What follows belongs to an exercise in optimizing a design on an open flow for small area; a production flow would make more cautious choices. Only simulation tests tie the RTL to the original design; equivalence was not proved. Power figures rest on the tool's default switching activity, not on a simulated workload.

$ cat design/flow/config.mk
export PLATFORM = sky130hd
export DESIGN_NAME = ll_sc_reader_writer_lock_engine
export DESIGN_NICKNAME = ll_sc_reader_writer_lock_engine
export VERILOG_FILES = /design/flow/design.v
export SDC_FILE = /design/flow/constraint.sdc
export NUM_CORES = 4
export LEC_CHECK = 0
export CAP_MARGIN = 20
export CORE_MARGIN = 2
export CORE_UTILIZATION = 35
export SETUP_SLACK_MARGIN = 0.2
export SLEW_MARGIN = 20
$ cat design/flow/constraint.sdc
create_clock -name core_clock -period 6.5 [get_ports {clk_i}]
set_input_delay 1.3000 -clock core_clock [delete_from_list [all_inputs] [get_ports {clk_i}]]
set_output_delay 1.3000 -clock core_clock [all_outputs]
set_load 0.01 [all_outputs]
$ cat design/flow/design.v
package llsc_rwl_pkg;
  localparam int MaxHeld = 16;
  localparam int CntW    = $clog2(MaxHeld + 1);
  localparam int IdxW    = (MaxHeld > 1) ? $clog2(MaxHeld) : 1;
  localparam int CfgIdxW = 2;
  localparam logic [63:0] ExclBit     = 64'h8000_0000_0000_0000;
  localparam logic [63:0] SharedFull  = 64'h7FFF_FFFF_FFFF_FFFF;
  localparam logic [15:0] WordBytes   = 16'd8;
  typedef enum logic [1:0] {
    FuncAcquire = 2'd0,
    FuncLlResp  = 2'd1,
    FuncScResp  = 2'd2,
    FuncRelease = 2'd3
  } func_e;
  typedef enum logic [2:0] {
    KindLl    = 3'd0,
    KindSc    = 3'd1,
    KindRead  = 3'd2,
    KindWrite = 3'd3,
    KindNone  = 3'd4
  } kind_e;
  typedef enum logic [2:0] {
    StPending   = 3'd0,
    StAcquired  = 3'd1,
    StReleased  = 3'd2,
    StRestart   = 3'd3,
    StBadPhase  = 3'd4,
    StBadShared = 3'd5,
    StOverflow  = 3'd6
  } status_e;
  typedef enum logic [2:0] {
    PhIdle  = 3'd0,
    PhAcqLl = 3'd1,
    PhAcqSc = 3'd2,
    PhRelLl = 3'd3,
    PhRelSc = 3'd4
  } phase_e;
  typedef enum logic [CfgIdxW-1:0] {
    CfgNodeId      = 2'd0,
    CfgHeaderBytes = 2'd1,
    CfgNodeBytes   = 2'd2,
    CfgRestartAddr = 2'd3
  } cfg_idx_e;
  typedef struct packed {
    logic [1:0]  func;
    logic [63:0] lock_address;
    logic        want_exclusive;
    logic [63:0] response_data;
    logic        store_failed;
    logic        restart_after;
  } in_t;
  typedef struct packed {
    logic [2:0]  req_kind;
    logic [63:0] req_address;
    logic [15:0] req_bytes;
    logic [63:0] req_data;
    logic [2:0]  status;
    logic        mismatch_warning;
    logic [31:0] attempts;
  } out_t;
  localparam int OutW = 3 + 64 + 16 + 64 + 3 + 1 + 32;
  localparam int InW  = 2 + 64 + 1 + 64 + 1 + 1;
endpackage
module ll_sc_reader_writer_lock_engine (
  input  logic         clk_i,
  input  logic         rst_ni,
  input  logic         in_valid_i,
  output logic         in_ready_o,
  input  logic [132:0] in_data_i,
  output logic         out_valid_o,
  input  logic         out_ready_i,
  output logic [182:0] out_data_o,
  input  logic         cfg_valid_i,
  output logic         cfg_ready_o,
  input  logic [1:0]   cfg_index_i,
  input  logic [63:0]  cfg_data_i
);
  localparam logic [1:0] FAcq = 2'd0, FLl = 2'd1, FSc = 2'd2, FRel = 2'd3;
  localparam logic [2:0] PhIdle = 3'd0, PhAcqLl = 3'd1, PhAcqSc = 3'd2,
                         PhRelLl = 3'd3, PhRelSc = 3'd4;
  localparam logic [2:0] TLl = 3'd0, TSc = 3'd1, TRd = 3'd2, TWr = 3'd3,
                         TRel = 3'd4, TBadPh = 3'd5, TBadSh = 3'd6, TOvf = 3'd7;
  localparam logic [1:0] AZero = 2'd0, AOne = 2'd1, ACnt = 2'd2;
  function automatic logic [63:0] ones_below(logic [63:0] y);
    logic [7:0]  blk, cin;
    logic [63:0] r;
    for (int k = 0; k < 8; k++) blk[k] = &y[8*k +: 8];
    for (int k = 0; k < 8; k++) cin[k] = ((blk | (8'hFF << k)) == 8'hFF);
    for (int k = 0; k < 8; k++) begin
      for (int j = 0; j < 8; j++) begin
        r[8*k+j] = cin[k] & ((y[8*k +: 8] | (8'hFF << j)) == 8'hFF);
      end
    end
    ones_below = r;
  endfunction
  logic [3:0]  cfg_set_q;
  logic [31:0] node_id_r, node_id;
  logic [6:0]  header_bytes_r, header_bytes;
  logic [15:0] node_bytes_r, node_bytes;
  logic [63:0] restart_addr_r, restart_addr;
  logic        s1_valid_q;
  logic [1:0]  s1_func_q;
  logic [63:0] s1_val_q;
  logic        s1_flag_q;
  logic        s1_go;
  logic        take;
  logic [2:0]  phase_q, phase_d;
  logic [4:0]  held_cnt_q, held_cnt_d;
  logic [3:0]  rel_idx_q, rel_idx_d;     
  logic        tgt_excl_q;
  logic [6:0]  tgt_lo_q;                 
  logic        restart_q;
  logic [31:0] cnt_q;                    
  logic        fresh_q;                  
  logic [63:0] held_addr_q [16];
  logic [15:0] held_excl_q;
  logic [63:0] x_q;
  logic [2:0]  hd_typ_q, tl_typ_q;
  logic [1:0]  hd_att_q, tl_att_q;
  logic [15:0] hd_sel_q;                 
  logic [3:0]  tl_idx_q;
  logic        hd_mm_q, tl_mm_q;
  logic        hd_dx_q, tl_dx_q;
  logic        hd_wr_q;                  
  logic        hd_rd_q;                  
  logic [1:0]  fill_q;
  logic        hd_x_q;                   
  logic        hd_dec_q;                 
  logic        room, pop, head_stay;
  logic [2:0]  r_typ;
  logic [1:0]  r_att;
  logic [3:0]  r_idx;
  logic        r_mm;
  logic        r_dx;                     
  logic        stk_we, x_we, cap, inc, bad;
  logic [63:0] w, ours, step1;
  logic        rd_excl, shared_ok;
  logic [63:0] out_addr;
  logic [31:0] cnt_inc, cnt_dec;
  assign cfg_ready_o = 1'b1;
  assign room        = (fill_q != 2'd2);
  assign s1_go       = s1_valid_q && room;
  assign in_ready_o  = !s1_valid_q || s1_go;
  assign take        = in_valid_i && in_ready_o;
  assign pop         = out_valid_o && out_ready_i;
  assign head_stay   = (fill_q != 2'd0) && !pop;
  assign node_id      = cfg_set_q[0] ? node_id_r : 32'd0;
  assign header_bytes = cfg_set_q[1] ? header_bytes_r : 7'd8;
  assign node_bytes   = cfg_set_q[2] ? node_bytes_r : 16'd256;
  assign restart_addr = cfg_set_q[3] ? restart_addr_r : 64'd0;
  assign w         = s1_val_q;
  assign ours      = {1'b1, 31'd0, node_id};
  assign rd_excl   = held_excl_q[rel_idx_q];
  assign shared_ok = !w[63] && !tgt_excl_q && (w != 64'h7FFF_FFFF_FFFF_FFFF);
  assign step1 = w ^ ones_below(w ^ {64{phase_q == PhRelLl}});
  always_comb begin
    logic [63:0] ci, cd;
    ci      = ones_below({32'd0, cnt_q});
    cd      = ones_below({32'd0, ~cnt_q});
    cnt_inc = cnt_q ^ ci[31:0];
    cnt_dec = cnt_q ^ cd[31:0];
  end
  always_comb begin
    phase_d    = phase_q;
    held_cnt_d = held_cnt_q;
    rel_idx_d  = rel_idx_q;
    stk_we     = 1'b0;
    x_we       = 1'b0;
    cap        = 1'b0;
    inc        = 1'b0;
    bad        = 1'b0;
    r_typ      = TBadPh;
    r_att      = AZero;
    r_idx      = held_cnt_q[3:0];
    r_mm       = 1'b0;
    r_dx       = 1'b0;
    unique case (s1_func_q)
      FAcq: begin
        if (phase_q != PhIdle) begin
          bad = 1'b1;
        end else if (held_cnt_q[4]) begin
          r_typ = TOvf;
        end else begin
          stk_we  = 1'b1;
          cap     = 1'b1;
          phase_d = PhAcqLl;
          r_typ   = TLl;
          r_att   = AOne;
        end
      end
      FLl: begin
        if (phase_q == PhAcqLl) begin
          if (w == '0 || shared_ok) begin
            x_we    = 1'b1;
            r_dx    = tgt_excl_q;
            phase_d = PhAcqSc;
            r_typ   = TSc;
            r_att   = fresh_q ? AOne : ACnt;
          end else if (tgt_excl_q && w == ours) begin
            phase_d = PhIdle;
            r_typ   = TRd;
            r_att   = fresh_q ? AOne : ACnt;
          end else begin
            inc   = 1'b1;
            r_typ = TLl;
            r_att = ACnt;
          end
        end else if (phase_q == PhRelLl) begin
          if (!rd_excl && (w == '0 || w[63])) begin
            bad   = 1'b1;
            r_typ = TBadSh;
          end else begin
            x_we    = 1'b1;
            r_dx    = rd_excl;
            phase_d = PhRelSc;
            r_typ   = TSc;
            r_idx   = rel_idx_q;
            r_mm    = rd_excl && (w != ours);
          end
        end else begin
          bad = 1'b1;
        end
      end
      FSc: begin
        if (phase_q == PhAcqSc) begin
          if (s1_flag_q) begin
            inc     = 1'b1;
            phase_d = PhAcqLl;
            r_typ   = TLl;
            r_att   = ACnt;
          end else begin
            held_cnt_d = held_cnt_q + 5'd1;
            phase_d    = PhIdle;
            r_typ      = TRd;
            r_att      = fresh_q ? AOne : ACnt;
          end
        end else if (phase_q == PhRelSc) begin
          if (s1_flag_q) begin
            phase_d = PhRelLl;
            r_typ   = TLl;
            r_idx   = rel_idx_q;
          end else if (rel_idx_q != 4'd0) begin
            rel_idx_d = rel_idx_q - 4'd1;
            phase_d   = PhRelLl;
            r_typ     = TLl;
            r_idx     = rel_idx_q - 4'd1;
          end else begin
            held_cnt_d = '0;
            phase_d    = PhIdle;
            r_typ      = restart_q ? TWr : TRel;
          end
        end else begin
          bad = 1'b1;
        end
      end
      FRel: begin
        if (phase_q != PhIdle) begin
          bad = 1'b1;
        end else if (held_cnt_q == '0) begin
          r_typ = TRel;
        end else begin
          rel_idx_d = held_cnt_q[3:0] - 4'd1;
          phase_d   = PhRelLl;
          r_typ     = TLl;
          r_idx     = held_cnt_q[3:0] - 4'd1;
        end
      end
      default: bad = 1'b1;
    endcase
    if (bad) begin
      phase_d    = PhIdle;
      held_cnt_d = '0;
    end
  end
  always_ff @(posedge clk_i or negedge rst_ni) begin
    if (!rst_ni) begin
      cfg_set_q <= '0;
    end else if (cfg_valid_i) begin
      cfg_set_q[cfg_index_i] <= 1'b1;
    end
  end
  always_ff @(posedge clk_i) begin
    if (cfg_valid_i) begin
      unique case (cfg_index_i)
        2'd0: node_id_r      <= cfg_data_i[31:0];
        2'd1: header_bytes_r <= cfg_data_i[6:0];
        2'd2: node_bytes_r   <= cfg_data_i[15:0];
        default: restart_addr_r <= cfg_data_i;
      endcase
    end
  end
  always_ff @(posedge clk_i or negedge rst_ni) begin
    if (!rst_ni) begin
      s1_valid_q <= 1'b0;
      phase_q    <= PhIdle;
      held_cnt_q <= '0;
      fill_q     <= '0;
      hd_x_q     <= 1'b0;
      hd_dec_q   <= 1'b0;
    end else begin
      if (take) begin
        s1_valid_q <= 1'b1;
      end else if (s1_go) begin
        s1_valid_q <= 1'b0;
      end
      if (s1_go) begin
        phase_q    <= phase_d;
        held_cnt_q <= held_cnt_d;
      end
      fill_q <= fill_q + {1'b0, s1_go} - {1'b0, pop};
      if (pop) begin
        hd_x_q   <= 1'b0;
        hd_dec_q <= 1'b0;
      end else if (s1_go && fill_q != 2'd0) begin
        if (cap) hd_x_q <= 1'b1;
        if (inc && (fresh_q || !(&cnt_q))) hd_dec_q <= 1'b1;
      end
    end
  end
  always_ff @(posedge clk_i) begin
    if (take) begin
      s1_func_q <= in_data_i[132:131];
      s1_val_q  <= (in_data_i[132:131] == FAcq) ? in_data_i[130:67] : in_data_i[65:2];
      unique case (in_data_i[132:131])
        FAcq:    s1_flag_q <= in_data_i[66];
        FSc:     s1_flag_q <= in_data_i[1];
        default: s1_flag_q <= in_data_i[0];
      endcase
    end
    if (s1_go) begin
      rel_idx_q <= rel_idx_d;
      if (stk_we) begin
        tgt_excl_q <= s1_flag_q;
        tgt_lo_q   <= s1_val_q[6:0];
        fresh_q    <= 1'b1;
      end
      if (inc) begin
        fresh_q <= 1'b0;
        if (fresh_q)        cnt_q <= 32'd2;
        else if (!(&cnt_q)) cnt_q <= cnt_inc;
      end
      if (s1_func_q == FRel) begin
        restart_q <= s1_flag_q;
      end
      if (x_we) begin
        x_q <= step1;
      end else if (cap && head_stay) begin
        x_q <= out_addr;
      end
    end
    if (s1_go && (fill_q == 2'd0 || pop)) begin
      hd_typ_q <= r_typ;
      hd_att_q <= r_att;
      hd_mm_q  <= r_mm;
      hd_dx_q  <= r_dx;
      hd_wr_q  <= (r_typ == TWr);
      hd_rd_q  <= (r_typ == TRd);
      for (int s = 0; s < 16; s++) hd_sel_q[s] <= (r_idx == 4'(s)) && (r_typ <= TRd);
    end else if (pop) begin
      hd_typ_q <= tl_typ_q;
      hd_att_q <= tl_att_q;
      hd_mm_q  <= tl_mm_q;
      hd_dx_q  <= tl_dx_q;
      hd_wr_q  <= (tl_typ_q == TWr);
      hd_rd_q  <= (tl_typ_q == TRd);
      for (int s = 0; s < 16; s++) hd_sel_q[s] <= (tl_idx_q == 4'(s)) && (tl_typ_q <= TRd);
    end else if (s1_go && cap) begin
      hd_wr_q  <= 1'b0;
      hd_rd_q  <= 1'b0;
      hd_sel_q <= '0;
    end
    if (s1_go) begin
      tl_typ_q <= r_typ;
      tl_att_q <= r_att;
      tl_idx_q <= r_idx;
      tl_mm_q  <= r_mm;
      tl_dx_q  <= r_dx;
    end
  end
  for (genvar s = 0; s < 16; s++) begin : g_stack
    always_ff @(posedge clk_i) begin
      if (s1_go && stk_we && held_cnt_q[3:0] == 4'(s)) begin
        held_addr_q[s] <= s1_val_q;
        held_excl_q[s] <= s1_flag_q;
      end
    end
  end
  logic [63:0] h_slot;
  logic [2:0]  o_kind, o_status;
  logic [15:0] o_bytes;
  logic [63:0] o_data;
  logic [31:0] o_att;
  always_comb begin
    logic [7:0]  lo;
    logic [63:0] up;
    h_slot = (restart_addr & {64{hd_wr_q}}) | (x_q & {64{hd_x_q}});
    for (int s = 0; s < 16; s++) begin
      h_slot = h_slot | (held_addr_q[s] & {64{hd_sel_q[s]}});
    end
    lo = {1'b0, tgt_lo_q} + {1'b0, header_bytes};
    up = ones_below({7'h7F, h_slot[63:7]});
    out_addr[63:7] = h_slot[63:7] ^ ({57{hd_rd_q && lo[7]}} & up[56:0]);
    out_addr[6:0]  = hd_rd_q ? lo[6:0] : h_slot[6:0];
  end
  always_comb begin
    o_kind   = 3'd4;
    o_status = 3'd0;
    o_bytes  = '0;
    o_data   = '0;
    unique case (hd_typ_q)
      TLl: begin
        o_kind   = 3'd0;
        o_bytes  = {9'd0, header_bytes};
      end
      TSc: begin
        o_kind   = 3'd1;
        o_bytes  = 16'd8;
        o_data   = !hd_dx_q ? x_q : (hd_att_q != AZero) ? ours : '0;
      end
      TRd: begin
        o_kind   = 3'd2;
        o_status = 3'd1;
        o_bytes  = node_bytes;
      end
      TWr: begin
        o_kind   = 3'd3;
        o_status = 3'd3;
        o_bytes  = 16'd8;
      end
      TRel:    o_status = 3'd2;
      TBadPh:  o_status = 3'd4;
      TBadSh:  o_status = 3'd5;
      default: o_status = 3'd6;
    endcase
    unique case (hd_att_q)
      AOne:    o_att = 32'd1;
      ACnt:    o_att = hd_dec_q ? cnt_dec : cnt_q;
      default: o_att = '0;
    endcase
  end
  assign out_valid_o = (fill_q != 2'd0);
  assign out_data_o  = {o_kind, out_addr, o_bytes, o_data, o_status, hd_mm_q, o_att};
endmodule
$ cat design/flow/flow/run.sh
#!/bin/bash
# The standard layout (standard.sh) with two changes: every input and output port gets the
# smallest buffer (buf_1) in place of the delay cell buffer_ports picks by default, and clock
# tree synthesis clusters up to 24 flip-flops within 60 um per leaf buffer and adds no dummy
# loads. The make output goes to standard_flow.log; each tool's log is under orfs/logs/.
set -euo pipefail
export BUFFER_PORTS_ARGS="-buffer_cell sky130_fd_sc_hd__buf_1"
export CTS_ARGS="-sink_clustering_enable -repair_clock_nets -dont_use_dummy_load -sink_clustering_size 24 -sink_clustering_max_diameter 60"
bash standard.sh > standard_flow.log 2>&1
$ cat design/flow/standard.sh
#!/bin/bash
# synth_recipe.tcl (not shown) runs the flow's synth.tcl, then flattens the netlist and writes it again
# the make line also repeats each setting of config.mk as NAME=value (left out here)
make -C /OpenROAD-flow-scripts/flow DESIGN_CONFIG=/design/flow/config.mk WORK_HOME=/design/flow/orfs CLKGATE_MAP_FILE= SYNTH_SCRIPT=/design/flow/synth_recipe.tcl "${@:-finish}"
==> out/qor.yml, run 1 <==
status:
  status: "timing/DRC/antenna clean"
logic_synthesis:
  synth_top_area_share_pct: 70.8
  ys_seq_elements: 1389
  synth_top_cell_by_area: "edfxtp_1"
  netlist_area_um2: 58200
  synth_ff_type: "edfxtp_1"
  syn-num-nets: 4069
  yosysWarnings: 2
  yosys.cell_types.count: 94
  synthCells: 3829
  yosys-top-cells-count: "edfxtp_1 (1372), a22oi_1 (309), nor2_1 (197)"
  syn_area_per_cell_um2: 15.2
  ys_seq_area_share_pct: 71.6
  yosys-top-cells-area: "edfxtp_1 (71%), a22oi_1 (4.0%), mux2_2 (1.9%)"
  yosysMostFrequentCell: "edfxtp_1"
  ys_async_sr_fraction_pct: 1.22
  synth_edf_count: 1372
detailed_routing:
  wire_per_inst_um: 33.2
  routed_wl_um: 215000
  drtIter0Drc: 6223
  vias_per_cell: 6.09
  top_layer: "met5"
  first_pass_iters: 8
  dr_wl_met2_um: 96200
  drtAntennaViolNets: 0
  drcViolationCount: 0
  wirelength_met1_um: 83700
  vias: 39497
  dr_wl_met3_um: 24500
timing:
  finalSetupViolCount: 0
  drv_slew: 0
  max_slew_margin_pct: 23.4
  max_freq_mhz: 162
  grt_setup_unrepaired: "yes"
  finClkSkew_ns: 0.119
  worstMarginPinSlew_ns: 1.14
  fin_crit_sh_pct: 95.1
  period_minus_slack_ns: 6.18
  final_hold_viol_count: 0
  setup_tns_ns: 0
setup_path:
  critPathLaunchType: "register"
  rrSetupSlack_ns: 1.35
  crit_fanout: 25
  critical_path.endpoint_type: "primary output"
  cp_data_required_time_ns: 5.20
  critPathKind: "register to primary output"
  crit_arrival_ns: 4.88
power:
  total_power_mw: 23.6
  p_leak_nw: 20.6
  powerDensity_nw_per_um2: 356
  ir_drop_mv: 0.331
layout:
  area_growth_pct: 13.8
  finalInstanceArea_um2: 66200
  layout.cells.non_filler: 6486
  final_layout_size_suffix_gt1_share_pct: 12.5
  regArea_um2: 41600
  multi_input_area_um2: 15300
  fin_nets: 4538
  utilization_pct: 40.1
  fill_cells: 15252
global_routing:
  grt_overflow: 0
  antenna_found_initial: 13
  grt_pass1_wl_um: 294000
  grt_pass1_vias: 37377
  grt_use_total_pct: 24.7
  grt_max_degree: 66
clock_tree:
  clk_latency_ns: 0.78
  cts_sinks: 1389
  cts_tree: "yes"
  clk_path_buf_depth: 3
  clk_pin_slew_ns: 0.09
  h-tree-depth: 3
  numCtsBuffers: 106
  clock-root-buffer: "clkbuf_16"
floorplanning:
  die_w_um: 412
  rows: 149
  ioPinCount: 390
  die_y_um: 412
  start_util_pct: 35.3
  dieArea_um2: 169000
  coreArea_um2: 165000
place:
  place_congestion: 0.925
  dp_cells: 6354
  postPlaceCellArea_um2: 63300
  dp_hpwl_um: 138000
  port_buffers: 388
job:
  maxCapViolCount: 0
min_path:
  hp-class: "register to register"
==> per-layer routing <==
layer | GRT usage [%] | vias to the layer above
met5 | 0 | -
met4 | 10.9 | 10
met3 | 5.11 | 407
met2 | 37.9 | 2716
met1 | 33.7 | 20183
li1 | - | 16181
==> worst paths after layout <==
check                        startpoint               to  depth (start not counted)
setup reg to reg           s1_val_q[18]          x_q[21]                          9
hold reg to reg            cfg_set_q[0]     cfg_set_q[0]                          1
max in group asynchronous        rst_ni        fill_q[1]                          2
min in group asynchronous        rst_ni     cfg_set_q[3]                          2
setup / recovery           hd_sel_q[11]  out_data_o[160]                         13
hold / removal             cfg_set_q[0]     cfg_set_q[0]                          1
==> repair_timing <==
action                                  CTS  global route
endpoints found under the setup margin    6            19
gates resized for setup                   0             2
pin swaps                                 0             1
buffers inserted                          8            16
hold buffers                              0             0
==> report_power, final <==
part           switching, mW  internal (mW)
Sequential             0.505           10.5
Combinational           4.66           2.16
Clock                   2.94           2.85
==> critical path: stages, from the launching register on <==
cell       delay, ns
edfxtp_1        0.49
buf_4           0.56
a22oi_1         0.15
nand4_1         0.13
a2111oi_1       0.06
buf_4           0.19
nor3_1          0.29
nand4_1         0.31
nor4_4          0.66
buf_4           0.29
nand3_1         0.20
o21ai_0         0.29
and2_1          0.28
buf_1           0.18
==> stage by stage <==
step                hold WS [ns]  worst slack (ns)
floorplan                  0.486              1.09
global placement           0.456             0.940
detailed placement         0.457             0.960
CTS                        0.473             0.228
global route               0.495             0.195
finish                     0.473             0.318
==> state kept, by name, indices dropped and copies added, names as in the netlist, 7 cells and up <==
signal and cells:
restart_addr_r 64, s1_val_q 64, hd_sel_q 16, held_addr_q 1024, cnt_q 32, header_bytes_r 7, held_excl_q 16, node_id_r 32
x_q 64, tgt_lo_q 7, node_bytes_r 16
==> cell usage in the layout, fill, tap and decap left out, types with 29 or more instances in the layout <==
cell type and instances:
nand3_1 130, nand2b_1 30, xor2_1 79, and2_1 56, a22oi_1 309, clkbuf_16 106
ha_1 35, a221oi_1 68, o22ai_1 32, mux2_2 100, inv_1 54, or2_2 29
buf_12 42, edfxtp_1 1372, nor2b_1 31, o21ai_0 65, nand4_1 112, nor3_1 45
buf_4 184, nand2_1 148, buf_1 388, a21oi_1 58, a22o_1 120, xnor2_1 111
a222oi_1 64, nor2_1 180
==> cells by family after synthesis <==
family	share of synthesized area [%]
flops	71.6
simple gates	8.44
compound gates	11.5
buf+inv	2.60
xor+xnor	2.86
mux	2.26
fa+ha+maj	0.787
other cells	0.00645
==> final cells by class <==
class	count	share of cell area (%)
sequential	1389	62.9
multi-input combinational	2131	23.1
timing repair buffer	616	5.60
tap	2189	4.14
clock buffer	106	4.01
inverter	54	0.306
antenna	1	0.00378
==> run 2, diff against run 1 <==
--- a/design/flow/config.mk
+++ b/design/flow/config.mk
@@ -9,3 +9,3 @@
 export CORE_MARGIN = 2
-export CORE_UTILIZATION = 35
+export CORE_UTILIZATION = 55
 export SETUP_SLACK_MARGIN = 0.2
==> run 2 against run 1 <==
Die area shrank 36%. Maximum frequency shrank 1.1%. Critical path depth unchanged. Flip-flop and latch count unchanged. Design area shrank 1.8%. Worst setup slack lost 0.072 ns. Clock power is essentially flat. Non-clock buffer count fell by 4. Sequential share of layout area increased by 1.1 points. Count of clock-buffer cells in the layout grew 1. Critical endpoint is now out_data_o[165]. Largest power group unchanged.
==> out/qor.yml, run 2 <==
clock_tree:
  cts_tree: "yes"
  numCtsBuffers: 107  # +0.94%
  h-tree-depth: 3  # unchanged
  clock-root-buffer: "clkbuf_16"
  cts_sinks: 1389  # unchanged
  clk_pin_slew_ns: 0.05  # -0.04 ns
  clk_path_buf_depth: 3  # unchanged
  clk_latency_ns: 0.75  # -0.03 ns
floorplanning:
  coreArea_um2: 105000  # -36%
  ioPinCount: 390  # unchanged
  rows: 119  # -20%
  start_util_pct: 55.3  # +20 points
  die_y_um: 329  # -20%
  die_w_um: 329  # -20%
  dieArea_um2: 108000  # -36%
layout:
  mostFrequentLayoutCells: "edfxtp_1 (1372), buf_1 (389), a22oi_1 (309), buf_4 (192), nor2_1 (180)"
  fill_cells: 8202  # -46%
  area_growth_pct: 11.8
  final_layout_size_suffix_gt1_share_pct: 12.4  # -0.061 points
  layout_commonest_cell: "edfxtp_1"
  n_antenna_cell: 0  # -1
  fin_nets: 4535  # -0.066%
  regMostFlops: "held_addr_q"
  finalInstanceArea_um2: 65000  # -1.8%
  largest_reg_flops: 1024  # unchanged
  layout.cells.non_filler: 5684  # -12%
  utilization_pct: 61.9  # +22 points
timing:
  max_freq_mhz: 160  # -1.1%
  max_slew_margin_pct: 17.1  # -6.4 points
  setup_slack_ns: 0.246  # -0.0716 ns
  fin_crit_sh_pct: 96.2  # +1.1 points
  drv_slew: 0  # unchanged
  hold_slack_ns: 0.497  # +0.0248 ns
  finalSetupViolCount: 0  # unchanged
  finClkSkew_ns: 0.0985  # -0.0201 ns
  worstMarginPinSlew_ns: 1.24  # +0.104 ns
  period_minus_slack_ns: 6.25  # +0.0716 ns
  setup_tns_ns: 0  # unchanged
  final_hold_viol_count: 0  # unchanged
  grt_setup_unrepaired: "no"
global_routing:
  use_met1_pct: 54.7  # +21 points
  grt_pass1_vias: 37169  # -0.56%
  use_met3_pct: 7.70  # +2.6 points
  antenna_found_initial: 5  # -8
  grt_pass1_wl_um: 288000  # -2.1%
  grt_use_total_pct: 38.3  # +14 points
  grt-busiest-layer: "met2"
  grt_max_degree: 66  # unchanged
  grt_overflow: 0  # unchanged
  grtUsageMet2_pct: 58.6  # +21 points
logic_synthesis:
  yosys-top-cells-count: "edfxtp_1 (1372), a22oi_1 (309), nor2_1 (197)"
  synth_edf_count: 1372  # unchanged
  synth_ff_type: "edfxtp_1"
  synth_top_cell_by_area: "edfxtp_1"
  ys_async_sr_fraction_pct: 1.22  # unchanged
  synth_top_area_share_pct: 70.8  # unchanged
  netlist_area_um2: 58200  # unchanged
  ys_seq_elements: 1389  # unchanged
  ys_seq_area_share_pct: 71.6  # unchanged
  yosys-top-cells-area: "edfxtp_1 (71%), a22oi_1 (4.0%), mux2_2 (1.9%)"
  yosysWarnings: 2  # unchanged
  yosys.cell_types.count: 94  # unchanged
  synthCells: 3829  # unchanged
  syn-num-nets: 4069  # unchanged
  yosysMostFrequentCell: "edfxtp_1"
  syn_area_per_cell_um2: 15.2  # unchanged
detailed_routing:
  drtAntennaViolNets: 0  # unchanged
  wire_per_inst_um: 36.9  # +11%
  first_pass_iters: 7  # -1
  drcViolationCount: 0  # unchanged
  vias: 39852  # +0.90%
  vias_per_cell: 7.01  # +15%
  drtIter0Drc: 6874  # +10%
  routed_wl_um: 210000  # -2.4%
setup_path:
  r2r_cells: 8  # -1
  rrSetupSlack_ns: 1.02  # -0.33 ns
  crit_path_start: "hd_sel_q[3]"
  r2r_start: "s1_val_q[61]"
  crit_fanout: 16  # -36%
  critical_path.endpoint_type: "primary output"
  crit_end: "out_data_o[165]"
  critPathKind: "register to primary output"
  crit_arrival_ns: 4.95  # +0.07 ns
  r2r_end: "x_q[50]"
  cp_data_required_time_ns: 5.20  # about the same
  critPathLaunchType: "register"
power:
  p_leak_nw: 20.5  # -0.31%
  powerDensity_nw_per_um2: 361  # +1.4%
  total_power_mw: 23.5  # -0.43%
  ir_drop_mv: 0.245  # -26%
place:
  postPlaceCellArea_um2: 62200  # -1.6%
  dp_hpwl_um: 135000  # -2.3%
  preCtsSetupSlack_ns: 0.717  # -0.243 ns
  port_buffers: 388  # unchanged
  place_congestion: 0.966  # +4.4%
  dp_cells: 5565  # -12%
status:
  status: "timing/DRC/antenna clean"
min_path:
  hp-start: "cfg_set_q[0]"
  hp-class: "register to register"
job:
  maxCapViolCount: 0  # unchanged
==> run 2: cell counts after synthesis <==
Identical to the previous run, type by type.
==> run 2: where the power goes <==
group | internal [mW] | switching, mW | total [mW]
Sequential | 10.5 | 0.559 | 11.0
Combinational | 2.05 | 4.60 | 6.65
Clock | 2.88 | 2.92 | 5.80
==> run 2: worst min path at each step <==
stage / end / slack, ns / cells past startpoint
2_1_floorplan: fill_q[1] / 0.49 / 1
3_3_place_gp: cfg_set_q[0] / 0.47 / 1
3_5_place_dp: cfg_set_q[0] / 0.47 / 1
4_1_cts: cfg_set_q[0] / 0.50 / 1
5_1_grt: cfg_set_q[0] / 0.51 / 1
6_report: cfg_set_q[0] / 0.50 / 1
==> run 2: worst max-delay path, cell delays in order (launching register included) <==
cell and delay [ns]:
edfxtp_1 0.66, buf_4 0.40, a22oi_1 0.16, nand4_1 0.16, a2111oi_1 0.07, buf_4 0.21, a211oi_1 0.37, nand4_1 0.41
nor3_4 0.48, buf_12 0.22, nand4_1 0.14, o21bai_1 0.39, and2_1 0.33, buf_1 0.21
==> run 2: final cells by class <==
cell class / instances / area [µm²] / area share, %
inverter: 54 / 203 / 0.312
timing repair buffer: 612 / 3520 / 5.41
multi-input combinational: 2131 / 15300 / 23.5
clock buffer: 107 / 2680 / 4.12
sequential: 1389 / 41600 / 64.0
tap: 1391 / 1740 / 2.68
==> run 2: metal layers <==
metal	wire length, µm	vias up
li1	-	16183
met4	9020	6
met3	26100	425
met5	46	-
met1	80000	20262
met2	94700	2976
==> run 2: logic make-up after synthesis <==
kind of cell	share of synthesized area (%)
flops	71.6
mux	2.26
xor+xnor	2.86
other cells	0.00645
simple gates	8.44
compound gates	11.5
buf+inv	2.60
fa+ha+maj	0.787
==> run 2: what timing repair did <==
item	in CTS	in global routing
hold buffers	0	0
pin swaps	0	2
endpoints found under the setup margin	13	21
endpoints found under the hold margin	0	0
gates resized for setup	2	2
setup buffers	3	8
==> run 3, diff against run 2 <==
--- a/design/flow/config.mk
+++ b/design/flow/config.mk
@@ -9,3 +9,3 @@
 export CORE_MARGIN = 2
-export CORE_UTILIZATION = 55
+export CORE_UTILIZATION = 70
 export SETUP_SLACK_MARGIN = 0.2
==> run 3 against run 2 <==
Still clean. Non-clock buffer count shrank 47. Count of clock-buffer cells in the layout shrank 18. Hold slack better by 0.035 ns. Power shrank 4.3%. Sequential share of layout area up 1.3 points. Clock power fell by 11%. Die area decreased by 21%. Highest routed layer unchanged.
==> out/qor.yml, run 3 <==
status:
  status: "timing/DRC/antenna clean"
timing:
  final_hold_viol_count: 0  # unchanged
  worstMarginPinSlew_ns: 1.14  # -0.105 ns
  max_slew_margin_pct: 22.1  # +5.0 points
  drv_slew: 0  # unchanged
  max_freq_mhz: 160  # -0.17%
  setup_slack_ns: 0.236  # -0.0103 ns
  setup_tns_ns: 0  # unchanged
  finalSetupViolCount: 0  # unchanged
  period_minus_slack_ns: 6.26  # +0.0103 ns
  grt_setup_unrepaired: "no"
  finClkSkew_ns: 0.0721  # -0.0264 ns
  hold_slack_ns: 0.533  # +0.0353 ns
  fin_crit_sh_pct: 96.4  # +0.16 points
layout:
  fin_nets: 4470  # -1.4%
  utilization_pct: 77.5  # +16 points
  regMostFlops: "held_addr_q"
  layout.cells.non_filler: 5302  # -6.7%
  final_layout_size_suffix_gt1_share_pct: 11.1  # -1.3 points
  mostFrequentLayoutCells: "edfxtp_1 (1372), buf_1 (388), a22oi_1 (309), nor2_1 (179), buf_4 (153)"
  area_growth_pct: 9.56
  largest_reg_flops: 1024  # unchanged
  layout_commonest_cell: "edfxtp_1"
clock_tree:
  numCtsBuffers: 89  # -17%
  cts_sinks: 1389  # unchanged
  clk_path_buf_depth: 3  # unchanged
  cts_hold_buf: 0  # unchanged
  clk_latency_ns: 0.69  # -0.06 ns
  cts_tree: "yes"
  clock-root-buffer: "clkbuf_16"
  clk_pin_slew_ns: 0.09  # +0.04 ns
  h-tree-depth: 3  # unchanged
place:
  preCtsSetupSlack_ns: 0.610  # -0.107 ns
  dp_hpwl_um: 118000  # -13%
  port_buffers: 388  # unchanged
  place_congestion: 0.986  # +2.1%
  dp_cells: 5196  # -6.6%
setup_path:
  critical_path.endpoint_type: "primary output"
  crit_path_start: "hd_sel_q[13]"
  r2r_end: "cnt_q[17]"
  crit_arrival_ns: 4.96  # about the same
  r2r_start: "s1_val_q[38]"
  cp_data_required_time_ns: 5.20  # about the same
  path_depth: 11  # -2
  crit_chain: "buf_4 -> a22oi_1 -> nand4_1 -> a2111oi_0 -> nor3_1 -> nand4_1 -> nor4_4 -> buf_4 -> nand3_1 -> xnor2_1 -> buf_1"
  cp_top_family: "simple AND/OR/NAND/NOR gates"
  critPathKind: "register to primary output"
  r2r_cells: 9  # +1
  rrSetupSlack_ns: 1.05  # +0.03 ns
  critPathMaxStageDelay_ns: 0.81  # +0.15 ns
  crit_buf_inv: 3  # -1
  slowest_stage: "edfxtp_1"
  crit_fanout: 17  # +1
  crit_end: "out_data_o[166]"
  critPathLaunchType: "register"
floorplanning:
  dieArea_um2: 85400  # -21%
  start_util_pct: 70.7  # +15 points
  coreArea_um2: 82200  # -22%
  die_w_um: 292  # -11%
  die_y_um: 292  # -11%
  ioPinCount: 390  # unchanged
  rows: 105  # -12%
logic_synthesis:
  syn-num-nets: 4069  # unchanged
  ys_seq_area_share_pct: 71.6  # unchanged
  netlist_area_um2: 58200  # unchanged
  synth_top_cell_by_area: "edfxtp_1"
  yosysMostFrequentCell: "edfxtp_1"
  yosys.cell_types.count: 94  # unchanged
  yosysWarnings: 2  # unchanged
  yosys-top-cells-area: "edfxtp_1 (71%), a22oi_1 (4.0%), mux2_2 (1.9%)"
  syn_area_per_cell_um2: 15.2  # unchanged
  synthCells: 3829  # unchanged
  synth_top_area_share_pct: 70.8  # unchanged
  synth_ff_type: "edfxtp_1"
  synth_edf_count: 1372  # unchanged
  yosys-top-cells-count: "edfxtp_1 (1372), a22oi_1 (309), nor2_1 (197)"
  ys_async_sr_fraction_pct: 1.22  # unchanged
  ys_seq_elements: 1389  # unchanged
global_routing:
  grt_overflow: 0  # unchanged
  grt_max_degree: 68  # +3.0%
  grt_pass1_vias: 39327  # +5.8%
  grt_pass1_wl_um: 270000  # -6.4%
  antenna_found_initial: 5  # unchanged
  grt_use_total_pct: 44.5  # +6.1 points
detailed_routing:
  drtIter0Drc: 7376  # +7.3%
  vias_per_cell: 7.64  # +8.9%
  vias: 40500  # +1.6%
  first_pass_iters: 8  # +1
  wire_per_inst_um: 36.1  # -2.1%
  drtAntennaViolNets: 0  # unchanged
  routed_wl_um: 192000  # -8.7%
  drcViolationCount: 0  # unchanged
power:
  powerDensity_nw_per_um2: 353  # -2.3%
  ir_drop_mv: 0.297  # +21%
  p_leak_nw: 20.0  # -2.4%
min_path:
  hp-class: "register to register"
job:
  maxCapViolCount: 0  # unchanged
## run 3: power by group
| part | switching (mW) | leakage, nW | internal (mW) |
|---|---|---|---|
| clock network | 2.72 | 1.10 | 2.42 |
| logic | 4.41 | 6.33 | 1.92 |
| registers | 0.551 | 12.6 | 10.5 |
## run 3: kinds of logic (layout without fill, tap and decap cells)
logic type / Yosys count / in the layout / synth area share (%)
xor+xnor: 190 / 190 / 2.86
flops: 1389 / 1389 / 71.6
compound gates: 866 / 866 / 11.5
other cells: 1 / 5 / 0.00645
fa+ha+maj: 36 / 36 / 0.787
simple gates: 924 / 924 / 8.44
buf+inv: 309 / 708 / 2.60
mux: 114 / 114 / 2.26
## run 3: how the worst min path moves through the flow
stage | start | endpoint | slack [ns] | depth (start not counted)
3_5_place_dp | tl_mm_q | hd_mm_q | 0.52 | 2
5_1_grt | fill_q[1] | fill_q[1] | 0.56 | 1
4_1_cts | fill_q[1] | fill_q[1] | 0.53 | 1
3_3_place_gp | fill_q[1] | fill_q[1] | 0.51 | 1
6_report | fill_q[1] | fill_q[1] | 0.53 | 1
2_1_floorplan | fill_q[1] | fill_q[1] | 0.49 | 1
## run 3: timing repair
item | in CTS | in global routing
gates resized for setup | 2 | 2
pin swaps | 0 | 1
buffers inserted | 2 | 10
endpoints found under the setup margin | 21 | 11
## run 3: final cells by class
class	instances	area, µm²
multi-input combinational	2131	15300
inverter	54	203
tap	1070	1340
sequential	1389	41600
clock buffer	89	2230
timing repair buffer	565	3060
fill	4729	18500
antenna	4	10.0
## run 3: through the flow
stage	power, mW	area [µm²]
after detailed placement	17.1	61400
after floorplan	14.5	58200
final	22.5	63700
after CTS	22.1	63600
after global placement	17.0	61400
after global routing	22.9	63700
## run 3: worst register-to-register path, stage by stage (launching register included)
cell	delay (ns)
edfxtp_1	1.12
nand3_1	0.33
nor3_1	0.84
nand4_1	0.34
o21ai_0	0.82
nand2_1	0.21
a211oi_1	0.58
o22ai_1	0.28
nor2_2	0.12
buf_4	0.40
## run 3: per-layer routing
metal / up-vias / wire length (µm) / global-route usage, %
li1: 16047 / - / -
met5: - / 39 / 0
met1: 19522 / 61900 / 59.2
met4: 6 / 12500 / 23.4
met3: 750 / 31300 / 12.4
met2: 4175 / 85800 / 67.8
==> run 4, diff against run 3 <==
==> design/flow/flow/run.sh (replaced) <==
#!/bin/bash
# The standard layout (standard.sh) with two changes: every input and output port gets the
# smallest buffer (buf_1) in place of the delay cell buffer_ports picks by default, and clock
# tree synthesis builds the tree from clkbuf_8 cells, clusters up to 16 flip-flops within
# 45 um per leaf buffer and adds no dummy loads. The make output goes to standard_flow.log;
# each tool's log is under orfs/logs/.
set -euo pipefail
export BUFFER_PORTS_ARGS="-buffer_cell sky130_fd_sc_hd__buf_1"
export CTS_ARGS="-sink_clustering_enable -repair_clock_nets -dont_use_dummy_load -sink_clustering_size 16 -sink_clustering_max_diameter 45 -buf_list sky130_fd_sc_hd__clkbuf_8"
bash standard.sh > standard_flow.log 2>&1
--- a/design/flow/config.mk
+++ b/design/flow/config.mk
@@ -9,3 +9,3 @@
 export CORE_MARGIN = 2
-export CORE_UTILIZATION = 70
+export CORE_UTILIZATION = 55
 export SETUP_SLACK_MARGIN = 0.2
==> run 4 against run 3 <==
Clock skew is 0.017 ns higher. Final cell count is 8.1% higher. Global-route usage is 5.9 points lower. Clock power is 5.8% lower. Die area is 27% higher. Critical endpoint is now out_data_o[165]. Hold slack worse by 0.092 ns. Still clean on timing, DRC and antenna.
==> out/qor.yml, run 4 <==
timing:
  hold_slack_ns: 0.441  # -0.0918 ns
  setup_tns_ns: 0  # unchanged
  max_freq_mhz: 156  # -2.4%
  fin_crit_sh_pct: 98.7  # +2.3 points
  final_hold_viol_count: 0  # unchanged
  worstMarginPinSlew_ns: 1.32  # +0.182 ns
  period_minus_slack_ns: 6.42  # +0.151 ns
  finalSetupViolCount: 0  # unchanged
  grt_setup_unrepaired: "yes"
  drv_slew: 0  # unchanged
  finClkSkew_ns: 0.0887  # +0.0166 ns
  max_slew_margin_pct: 11.1  # -11 points
clock_tree:
  clk_path_buf_depth: 3  # unchanged
  cts_tree: "yes"
  clock-root-buffer: "clkbuf_8"
  cts_hold_buf: 0  # unchanged
  clk_pin_slew_ns: 0.10  # about the same
  h-tree-depth: 4  # +1
  clk_latency_ns: 0.88  # +0.19 ns
  cts_sinks: 1389  # unchanged
  numCtsBuffers: 146  # +64%
place:
  dp_hpwl_um: 135000  # +14%
  place_congestion: 0.966  # -2.0%
  port_buffers: 388  # unchanged
  dp_cells: 5565  # +7.1%
setup_path:
  crit_fanout: 17  # unchanged
  critical_path.endpoint_type: "primary output"
  r2r_start: "s1_val_q[61]"
  critPathLaunchType: "register"
  crit_chain: "buf_4 -> a22oi_1 -> nand4_1 -> a2111oi_0 -> buf_4 -> nor3_1 -> nand4_1 -> nor4_4 -> buf_4 -> nand4_1 -> o21bai_1 -> and2_1 -> buf_1"
  cp_data_required_time_ns: 5.20  # about the same
  crit_arrival_ns: 5.12  # +0.16 ns
  slowest_stage: "edfxtp_1"
  crit_path_start: "hd_sel_q[13]"
  critPathMaxStageDelay_ns: 0.73  # -0.08 ns
  critPathKind: "register to primary output"
logic_synthesis:
  syn-num-nets: 4069  # unchanged
  synth_ff_type: "edfxtp_1"
  synth_edf_count: 1372  # unchanged
  yosysWarnings: 2  # unchanged
  ys_seq_elements: 1389  # unchanged
  yosys-top-cells-count: "edfxtp_1 (1372), a22oi_1 (309), nor2_1 (197)"
  synth_top_family_by_area: "compound AO/OA/AOI/OAI gates"
  synth_top_area_share_pct: 70.8  # unchanged
  synthAdderAreaFrac_pct: 0.787  # unchanged
  netlist_area_um2: 58200  # unchanged
  synth_xor_area_share_pct: 2.86  # unchanged
  ys_async_sr_fraction_pct: 1.22  # unchanged
  synthCells: 3829  # unchanged
  yosysMostFrequentCell: "edfxtp_1"
  synth_top_cell_by_area: "edfxtp_1"
  yosys-top-cells-area: "edfxtp_1 (71%), a22oi_1 (4.0%), mux2_2 (1.9%)"
  yosys.cell_types.count: 94  # unchanged
  ys_seq_area_share_pct: 71.6  # unchanged
  synth_compound_area_share_pct: 11.5  # unchanged
  syn_area_per_cell_um2: 15.2  # unchanged
  synthMuxAreaShare_pct: 2.26  # unchanged
  synthSimpleGateAreaFrac_pct: 8.44  # unchanged
detailed_routing:
  drtAntennaViolNets: 0  # unchanged
  first_pass_iters: 10  # +2
  drtIter0Drc: 6796  # -7.9%
  vias_per_cell: 6.96  # -8.9%
  wire_per_inst_um: 36.7  # +1.4%
  routed_wl_um: 210000  # +9.7%
  vias: 39901  # -1.5%
  drcViolationCount: 0  # unchanged
global_routing:
  grt_use_total_pct: 38.6  # -5.9 points
  antenna_found_initial: 11  # +6
  grt_pass1_wl_um: 289000  # +7.1%
  grt_overflow: 0  # unchanged
  grt_pass1_vias: 37512  # -4.6%
  grt_max_degree: 66  # -2.9%
layout:
  layout_commonest_cell: "edfxtp_1"
  multi_input_area_um2: 15300  # +0.16%
  regMostFlops: "held_addr_q"
  largest_reg_flops: 1024  # unchanged
  area_growth_pct: 10.8
  fin_nets: 4580  # +2.5%
  layout.cells.non_filler: 5734  # +8.1%
  fill_cells: 8280  # +75%
  final_layout_size_suffix_gt1_share_pct: 13.4  # +2.3 points
  regArea_um2: 41600  # about the same
  mostFrequentLayoutCells: "edfxtp_1 (1372), buf_1 (389), a22oi_1 (309), buf_4 (197), nor2_1 (180)"
power:
  ir_drop_mv: 0.228  # -23%
  p_leak_nw: 20.3  # +1.3%
  powerDensity_nw_per_um2: 350  # -0.82%
floorplanning:
  start_util_pct: 55.3  # -15 points
  die_y_um: 329  # +13%
  ioPinCount: 390  # unchanged
  dieArea_um2: 108000  # +27%
  coreArea_um2: 105000  # +28%
  die_w_um: 329  # +13%
  rows: 119  # +13%
job:
  maxCapViolCount: 0  # unchanged
status:
  status: "timing/DRC/antenna clean"
min_path:
  hp-class: "input pin to async pin"
[run 4: cell types whose count changed in the layout (fill, tap and decap cells not counted), moves of 2 or more]
cell       before  now
a2111oi_0      18   16
a2111oi_1       7    9
buf_12         21   30
buf_4         153  197
buf_6           3    0
clkbuf_16      89    0
clkbuf_8        0  146
nor2_2          3    1
nor3_2          3    1
nor3_4          5    7
[run 4: cell type report]
cell class                      count  share of cell area [%]
Sequential cell                  1389                    64.6
Multi-Input combinational cell   2131                    23.7
Timing Repair Buffer              618                    5.55
Clock buffer                      146                    3.12
Tap cell                         1391                    2.70
Inverter                           54                   0.314
Antenna cell                        5                  0.0194
[run 4: per-layer routing]
layer	share of wire, %	GRT usage [%]
met4	4.6	15.9
met2	45	58.6
met5	0.039	0
met1	38	54.4
met3	13	8.66
[run 4: stage by stage]
step / power [mW] / utilization (%) / setup slack, ns / area (µm²)
finish: 22.6 / 61.3 / 0.0847 / 64500
global route: 23.1 / 61.3 / 0.109 / 64500
CTS: 22.3 / 61.2 / 0.210 / 64400
detailed placement: 17.6 / 59.2 / 0.717 / 62200
global placement: 17.5 / 59.2 / 0.640 / 62200
floorplan: 14.5 / - / 1.09 / 58200
[run 4: kinds of logic after synthesis]
| kind of cell | Yosys count |
|---|---|
| XOR/XNOR | 190 |
| flip-flops | 1389 |
| adder cells (fa/ha/maj) | 36 |
| AND/OR/NAND/NOR | 924 |
| other | 1 |
| AO/OA/AOI/OAI | 866 |
| multiplexers | 114 |
| buffers and inverters | 309 |
[run 4: power by group]
group,internal (mW),switching [mW],leakage [nW]
combinational,2.08,4.62,6.63
sequential,10.5,0.550,12.6
clock,1.99,2.84,1.05
[run 4: final timing paths]
kind | endpoint | slack [ns] | cells past startpoint
max | out_data_o[165] | 0.08 | 13
min | cfg_set_q[2] | 0.44 | 2
max reg2reg | x_q[29] | 0.94 | 8
min reg2reg | cfg_set_q[0] | 0.50 | 1
max in group asynchronous | cfg_set_q[3] | 5.73 | 2
min in group core_clock | cfg_set_q[0] | 0.50 | 1
[run 4: critical path: cells and delay by family (launching register included)]
kind,cells,cell delay (ns)
AND/OR/NAND/NOR,6,1.78
flip-flops,1,0.73
AO/OA/AOI/OAI,3,0.59
buffers and inverters,4,1.17
[run 4: repair_timing]
action,in CTS,in global routing
setup endpoints to repair,33,7
buffers inserted,13,4
pin swaps,1,2
resized for setup,4,3
==> run 5, diff against run 4 <==
--- a/design/flow/config.mk
+++ b/design/flow/config.mk
@@ -9,4 +9,4 @@
 export CORE_MARGIN = 2
-export CORE_UTILIZATION = 55
-export SETUP_SLACK_MARGIN = 0.2
+export CORE_UTILIZATION = 70
+export SETUP_SLACK_MARGIN = 0.3
 export SLEW_MARGIN = 20
==> run 5 against run 4 <==
First-iteration DRC count grew 7.5%. Largest power group unchanged. Highest routed layer unchanged. Critical path depth is the same. Core utilization grew 16 points. Critical endpoint is now out_data_o[153]. Still clean.
==> out/qor.yml, run 5 <==
layout:
  fin_nets: 4531  # -1.1%
  area_growth_pct: 9.25
  final_layout_size_suffix_gt1_share_pct: 12.5  # -0.87 points
  regMostFlops: "held_addr_q"
  mostFrequentLayoutCells: "edfxtp_1 (1372), buf_1 (388), a22oi_1 (309), nor2_1 (179), buf_4 (163)"
  largest_reg_flops: 1024  # unchanged
  layout_commonest_cell: "edfxtp_1"
  fill_cells: 4773  # -42%
global_routing:
  grt_use_total_pct: 44.6  # +6.1 points
  grt_pass1_vias: 39484  # +5.3%
  antenna_found_initial: 6  # -5
  grt_overflow: 0  # unchanged
  grt_pass1_wl_um: 270000  # -6.6%
  grt_max_degree: 68  # +3.0%
timing:
  grt_setup_unrepaired: "no"
  max_slew_margin_pct: 18.0  # +6.9 points
  max_freq_mhz: 161  # +3.5%
  worstMarginPinSlew_ns: 1.23  # -0.0941 ns
  finClkSkew_ns: 0.0784  # -0.0103 ns
  period_minus_slack_ns: 6.20  # -0.219 ns
  finalSetupViolCount: 0  # unchanged
  hold_slack_ns: 0.442  # +0.00129 ns
  fin_crit_sh_pct: 95.3  # -3.4 points
  final_hold_viol_count: 0  # unchanged
  setup_tns_ns: 0  # unchanged
  drv_slew: 0  # unchanged
place:
  port_buffers: 388  # unchanged
  place_congestion: 0.986  # +2.1%
  dp_hpwl_um: 118000  # -13%
logic_synthesis:
  yosysMostFrequentCell: "edfxtp_1"
  yosys-top-cells-area: "edfxtp_1 (71%), a22oi_1 (4.0%), mux2_2 (1.9%)"
  synth_ff_type: "edfxtp_1"
  synthCells: 3829  # unchanged
  synth_edf_count: 1372  # unchanged
  syn_area_per_cell_um2: 15.2  # unchanged
  synth_top_cell_by_area: "edfxtp_1"
  synth_top_area_share_pct: 70.8  # unchanged
  yosysWarnings: 2  # unchanged
  netlist_area_um2: 58200  # unchanged
  ys_seq_area_share_pct: 71.6  # unchanged
  yosys-top-cells-count: "edfxtp_1 (1372), a22oi_1 (309), nor2_1 (197)"
  syn-num-nets: 4069  # unchanged
  ys_async_sr_fraction_pct: 1.22  # unchanged
  ys_seq_elements: 1389  # unchanged
  yosys.cell_types.count: 94  # unchanged
clock_tree:
  clk_path_buf_depth: 3  # unchanged
  clk_pin_slew_ns: 0.09  # about the same
  h-tree-depth: 4  # unchanged
  cts_tree: "yes"
  cts_hold_buf: 0  # unchanged
  cts_sinks: 1389  # unchanged
  clk_latency_ns: 0.85  # -0.03 ns
  clock-root-buffer: "clkbuf_8"
  numCtsBuffers: 137  # -6.2%
setup_path:
  critical_path.endpoint_type: "primary output"
  critPathLaunchType: "register"
  r2r_start: "s1_val_q[38]"
  crit_arrival_ns: 4.90  # -0.22 ns
  crit_fanout: 42  # +25
  critPathKind: "register to primary output"
  crit_path_start: "hd_sel_q[12]"
  r2r_cells: 9  # +1
  cp_data_required_time_ns: 5.20  # about the same
job:
  maxCapViolCount: 0  # unchanged
detailed_routing:
  drtIter0Drc: 7308  # +7.5%
  first_pass_iters: 9  # -1
  wire_per_inst_um: 35.8  # -2.3%
  drtAntennaViolNets: 0  # unchanged
  routed_wl_um: 192000  # -8.6%
  drcViolationCount: 0  # unchanged
  vias_per_cell: 7.59  # +9.1%
  vias: 40699  # +2.0%
floorplanning:
  start_util_pct: 70.7  # +15 points
  dieArea_um2: 85400  # -21%
  ioPinCount: 390  # unchanged
  die_w_um: 292  # -11%
  coreArea_um2: 82200  # -22%
  rows: 105  # -12%
  die_y_um: 292  # -11%
min_path:
  hp-class: "input pin to async pin"
power:
  ir_drop_mv: 0.326  # +43%
  total_power_mw: 22.0  # -2.3%
  powerDensity_nw_per_um2: 347  # -0.89%
  p_leak_nw: 20.0  # -1.4%
status:
  status: "timing/DRC/antenna clean"
## run 5: cell counts after synthesis
Identical to the previous run, type by type.
## run 5: repair_timing
item | CTS | global route
setup buffers | 10 | 15
gates resized for setup | 7 | 9
cloned | 0 | 0
pin swaps | 1 | 0
setup endpoints to repair | 40 | 13
## run 5: cell type report
| cell class | count | area (µm²) | share of cell area (%) |
|---|---|---|---|
| inverters | 54 | 203 | 0.319 |
| well taps | 1070 | 1340 | 2.11 |
| diodes | 4 | 10.0 | 0.0158 |
| repair buffers | 578 | 3190 | 5.01 |
| clock buffers | 137 | 1890 | 2.97 |
| multi-input cells | 2131 | 15300 | 24.1 |
| flip-flops and latches | 1389 | 41600 | 65.5 |
## run 5: routing by layer
metal  track usage (%)  share of wire (%)
met1              59.2                 32
met3              13.3                 17
met5                 0              0.026
met2              67.7                 45
met4              23.6                6.5
## run 5: worst max-delay path, cell delays in order, from the launching register on
cell	delay, ns
edfxtp_1	0.69
buf_12	0.42
a22oi_1	0.15
nand4_1	0.21
a2111oi_0	0.11
buf_4	0.20
a211oi_1	0.33
nand4_1	0.42
nor4_2	0.32
buf_4	0.28
nand3_1	0.16
o21bai_1	0.26
and2_1	0.31
buf_1	0.20
## run 5: cell families (layout without fill, tap and decap cells)
group                      count (synthesis)  in the layout  synth area share [%]
xor gates and xnor gates                 190            190                  2.86
muxes                                    114            114                  2.26
adders and majority gates                 36             36                 0.787
and+or+nand+nor                          924            924                  8.44
other                                      1              5               0.00645
AOI/OAI and AO/OA                        866            866                  11.5
buffers and inverters                    309            769                  2.60
DFF                                     1389           1389                  71.6
## run 5: power breakdown
part / leakage (nW) / internal, mW / switching, mW
logic: 6.41 / 1.98 / 4.48
registers: 12.6 / 10.5 / 0.497
clock network: 0.985 / 1.88 / 2.74
total: 20.0 / 14.3 / 7.72
## run 5: final timing paths
path	end	slack, ns
setup / recovery	out_data_o[153]	0.30
hold / removal	cfg_set_q[2]	0.44
setup reg to reg	cnt_q[31]	0.87
hold reg to reg	fill_q[1]	0.53
max in group asynchronous	hd_x_q	5.76
min in group core_clock	fill_q[1]	0.53
## run 5: metrics by stage
step	cell area [µm²]	instances	setup WS, ns	util, %
after floorplan	58200	3829	1.09	-
after CTS	63300	5343	0.278	77.0
after global routing	63500	5360	0.292	77.3
after detailed placement	61400	5196	0.610	74.6
after global placement	61400	5196	0.674	74.6
final	63600	5363	0.304	77.3

-- separate check: timing with driven ports --
How much do the figures lean on ideal ports? The routed layouts below were timed once more, with nothing changed but the port constraints. Step 1 (the two cells are an assumption about what drives the block):
set clk [get_ports {clk_i}]
set_driving_cell -lib_cell sky130_fd_sc_hd__clkbuf_16 $clk
set_driving_cell -lib_cell sky130_fd_sc_hd__buf_2 [delete_from_list [all_inputs] $clk]
Step 2 times the ports against the registers' clock, not the clock port: input delays grow and output delays shrink by t, the midpoint of the rising clock arrivals with the driver on. Slacks: ideal ports / drivers / drivers and shift; pairs: ideal ports / drivers.
run | shift t [ns] | setup WS [ns] | worst hold slack (ns) | slew at the worst register clock pin (ns) | worst data-port slew with drivers (ns)
run 1 | 0.792 | 0.318 / 0.240 / 1.033 | 0.473 / 0.465 / 0.473 | 0.09 / 0.09 | 0.13
run 2 | 0.777 | 0.246 / 0.166 / 0.944 | 0.497 / 0.497 / 0.497 | 0.10 / 0.10 | 0.11
run 3 | 0.723 | 0.236 / 0.165 / 0.888 | 0.533 / 0.533 / 0.533 | 0.09 / 0.09 | 0.06
run 4 | 0.911 | 0.085 / 0.006 / 0.918 | 0.441 / 0.384 / 0.500 | 0.11 / 0.11 | 0.10
run 5 | 0.879 | 0.304 / 0.236 / 0.866 | 0.442 / 0.398 / 0.528 | 0.10 / 0.10 | 0.07
After both steps setup and hold are still met in every run listed.
